This is an optimization exercise on Yosys and OpenROAD, whose aim is small area and a short achievable clock period, not a production implementation. The RTL was checked by simulation tests, not by an equivalence proof against the original design. Power is estimated from default activity; no workload was simulated. No driver is modelled on the clock port, so clocking that relies on it looks cheaper here than on a real chip.

==> flow/design.v <==
package mem_pkg;
    localparam logic [31:0] FAULT_RDATA = 32'h0000_0000;
    function automatic integer mem_log2(input integer v);
        integer i;
        mem_log2 = 0;
        for (i = 0; i < 31; i = i + 1) begin
            if ((1 << i) < v) mem_log2 = i + 1;
        end
    endfunction
endpackage
module mem_array #(
    parameter int DEPTH = 64
) (
    input  logic             clk,
    input  logic [DEPTH-1:0] i_we,
    input  logic [DEPTH-1:0] i_rsel,
    input  logic [31:0]      i_wdata,
    output logic [31:0]      o_rdata
);
    localparam int HALF = DEPTH / 2;
    logic [31:0] r_mem [DEPTH];
    logic [31:0] r_lo;
    logic [31:0] w_lo;
    logic [31:0] w_hi;
    always_ff @(posedge clk) begin
        for (int k = 0; k < DEPTH; k++)
            if (i_we[k]) r_mem[k] <= i_wdata;
    end
    always_comb begin
        w_lo = '0;
        w_hi = '0;
        for (int k = 0; k < HALF; k++) begin
            w_lo = w_lo | (r_mem[k]        & {32{i_rsel[k]}});
            w_hi = w_hi | (r_mem[k + HALF] & {32{i_rsel[k + HALF]}});
        end
    end
    always_ff @(posedge clk) r_lo <= w_lo;
    assign o_rdata = r_lo | w_hi;
endmodule
module mem_responder #(
    parameter int          DEPTH      = 64,
    parameter logic [31:0] ADDR_BASE  = 32'h0000_0000,
    parameter int          RD_LATENCY = 2,
    parameter int          WR_LATENCY = 1
) (
    input  logic           clk,
    input  logic           reset,
    input  logic           MemReq,
    input  logic           MemWrite,
    input  logic [31:0]    Adr,
    input  logic [31:0]    WriteData,
    output logic [31:0]    ReadData,
    output logic           Ready,
    output logic           Err
);
    localparam int          AW   = mem_pkg::mem_log2(DEPTH);
    localparam logic [31:0] SPAN = 32'(4 * DEPTH);
    logic             r_b1;
    logic             r_b0;
    logic             r_ready;
    logic             r_err;
    logic             r_write;
    logic             r_fault;
    logic [DEPTH-1:0] r_we;
    logic [DEPTH-1:0] r_sel;
    logic [31:0]      r_wdata;
    logic [31:0]      r_rdata;
    logic             w_idle;
    logic             w_accept;
    logic [31:0]      w_offset;
    logic             w_fault;
    logic [AW-1:0]    w_idx;
    logic [31:0]      w_ram_rdata;
    assign w_idle   = !r_b1 && !r_b0 && !r_ready;
    assign w_accept = w_idle && MemReq;
    assign w_offset = Adr - ADDR_BASE;
    assign w_fault  = (w_offset[1:0] != 2'b00) || (w_offset >= SPAN);
    assign w_idx    = w_offset[AW+1:2];
    mem_array #(
        .DEPTH (DEPTH)
    ) u_mem (
        .clk     (clk),
        .i_we    (r_we),
        .i_rsel  (r_sel),
        .i_wdata (r_wdata),
        .o_rdata (w_ram_rdata)
    );
    always_ff @(posedge clk) begin
        if (w_idle) begin
            r_wdata <= WriteData;
            for (int k = 0; k < DEPTH; k++)
                r_sel[k] <= (w_idx == AW'(k)) && !w_fault;
            r_fault <= w_fault;
            r_write <= MemWrite;
        end
    end
    always_ff @(posedge clk) begin
        if (!reset) begin
            r_b1    <= 1'b0;
            r_b0    <= 1'b0;
            r_ready <= 1'b0;
            r_err   <= 1'b0;
            r_we    <= '0;
        end else begin
            r_b1    <= w_accept && !MemWrite;
            r_b0    <= r_b1 || (w_accept && MemWrite);
            r_ready <= r_b0;
            r_err   <= r_b0 && r_fault;
            r_we    <= r_sel & {DEPTH{r_b0 && r_write}};
        end
    end
    always_ff @(posedge clk) begin
        if (!reset)
            r_rdata <= mem_pkg::FAULT_RDATA;
        else if (r_b0 && !r_write)
            r_rdata <= w_ram_rdata;
    end
    assign ReadData = r_rdata;
    assign Ready    = r_ready;
    assign Err      = r_err;
endmodule
Settings: LEC_CHECK=0, CAP_MARGIN=20, CORE_MARGIN=2, CORE_UTILIZATION=70, CTS_CLUSTER_DIAMETER=100, CTS_CLUSTER_SIZE=30, SETUP_SLACK_MARGIN=2.9, SLEW_MARGIN=20; clock period 5.0 ns.
run.sh (not shown) runs the stock make flow with config.mk's settings and CLKGATE_MAP_FILE= SYNTH_SCRIPT=/design/flow/synth_recipe.tcl, a recipe that flattens the netlist after the stock synthesis.
==> next run, changes <==
--- a/flow/config.mk
+++ b/flow/config.mk
@@ -10,5 +10,5 @@
 export CORE_UTILIZATION = 70
 export CTS_CLUSTER_DIAMETER = 100
-export CTS_CLUSTER_SIZE = 30
+export CTS_CLUSTER_SIZE = 25
 export SETUP_SLACK_MARGIN = 2.9
 export SLEW_MARGIN = 20
Effect: Final area came out higher by 0.59%; wire length came out higher by 0.83%; via count came out higher by 0.87%; die area is unchanged; register-to-register slack is about the same; sequential power hardly moves.
==> next run, changes <==
==> flow/flow/run.sh (new file) <==
#!/bin/bash
set -euo pipefail
export BUFFER_PORTS_ARGS="-buffer_cell sky130_fd_sc_hd__buf_2"
export CTS_ARGS="-sink_clustering_enable -repair_clock_nets -sink_clustering_size 30 -sink_clustering_max_diameter 100 -dont_use_dummy_load"
bash standard.sh > standard.log 2>&1
==> flow/standard.sh (new file) <==
#!/bin/bash
# synth_recipe.tcl (not shown) runs the flow's synth.tcl, then flattens the netlist and writes it again
# the make line also repeats each setting of config.mk as NAME=value (left out here)
make -C /OpenROAD-flow-scripts/flow DESIGN_CONFIG=/design/flow/config.mk WORK_HOME=/design/flow/orfs CLKGATE_MAP_FILE= SYNTH_SCRIPT=/design/flow/synth_recipe.tcl "${@:-finish}"
--- a/flow/config.mk
+++ b/flow/config.mk
@@ -10,5 +10,5 @@
 export CORE_UTILIZATION = 70
 export CTS_CLUSTER_DIAMETER = 100
-export CTS_CLUSTER_SIZE = 25
+export CTS_CLUSTER_SIZE = 30
 export SETUP_SLACK_MARGIN = 2.9
 export SLEW_MARGIN = 20
removed: flow/run.sh
- maximum frequency rose by about 1%
- combinational power is about the same
- critical path depth is unchanged
- worst hold slack is worse by 0.041 ns
- core utilization fell by 1.0 points
- synthesized cell count is unchanged
- cell count fell by about 1.4%
- first-iteration DRC count fell by 2.7%


## v23
Another version of the RTL of mem_responder (not shown whole).
Size: roughly 2200 flip-flops, about 100 I/O pins.
Settings: LEC_CHECK=0, CAP_MARGIN=20, CORE_MARGIN=2, CORE_UTILIZATION=70, CTS_CLUSTER_DIAMETER=100, CTS_CLUSTER_SIZE=25, SETUP_SLACK_MARGIN=2.9, SLEW_MARGIN=20; clock period 5.0 ns.
Stock flow here: none of the scripts above is used.
v23 ran to completion and came out clean on the timing, design-rule and antenna checks.
--- input diff v23..v29 ---
==> flow/flow/run.sh (new file) <==
#!/bin/bash
set -euo pipefail
export BUFFER_PORTS_ARGS="-buffer_cell sky130_fd_sc_hd__buf_2"
export CTS_ARGS="-sink_clustering_enable -repair_clock_nets -sink_clustering_size 25 -sink_clustering_max_diameter 100 -dont_use_dummy_load"
bash standard.sh > standard.log 2>&1
==> flow/standard.sh (new file) <==
#!/bin/bash
# synth_recipe.tcl (not shown) runs the flow's synth.tcl, then flattens the netlist and writes it again
# the make line also repeats each setting of config.mk as NAME=value (left out here)
make -C /OpenROAD-flow-scripts/flow DESIGN_CONFIG=/design/flow/config.mk WORK_HOME=/design/flow/orfs CLKGATE_MAP_FILE= SYNTH_SCRIPT=/design/flow/synth_recipe.tcl "${@:-finish}"
removed: flow/run.sh
Findings:
v29 vs v23 — wire length dropped about 1%. Between v29 and v23, core occupancy in the finished layout is lower for v29, v23 comes in above that. Looking at worst setup path endpoint, the u_mem.r_mem[43][15]$_DFF_P_ result is from v29; the u_mem.r_mem[33][21]$_DFF_P_ one comes from v23. Diff v23 -> v29: final standard cell area without fillers went down, clock network latency to the later pin of the worst-skew pair did not really move, multi-input combinational cell area did not really move, power went down. Going from v23 to v29, clock network area share down 0.24 points; clock skew up 0.027 ns. Measured against each other, v29 and v23 differ in met1 track demand over resource, the higher figure coming from v23. Max shortest clock period the worst path allows after layout across v29 and v23: v29.

## port drivers added, routing unchanged
No port has a modelled driver above. Below, the same layouts with a new extraction and two added sets of constraints.
Step 1 sets driving cells, clkbuf_16 on the clock port and buf_2 on the other inputs (assumed; they add their load-dependent delay and slew).
Step 2 times the ports against the registers' clock, not the clock port: input delays grow and output delays shrink by t, the midpoint of the rising clock arrivals with the driver on.
Three values: no drivers, after step 1, after step 2; two values: the first two.
run	t, ns	slack for setup (ns)	worst slew at a driven data input, ns
the first run of note 1	0.794	2.720 / 2.635 / 2.276	0.17
the second run of note 1	0.809	2.714 / 2.640 / 2.196	0.18
the third run of note 1	0.778	2.737 / 2.663 / 2.348	0.18
v23	0.833	2.724 / 2.665 / 2.161	0.12
v29	0.828	2.598 / 2.598 / 2.424	0.13
After both steps every run listed still meets setup and hold. For v23, which loses most, drivers alone change the setup slack by -0.059 ns; drivers and shift together by -0.563 ns.
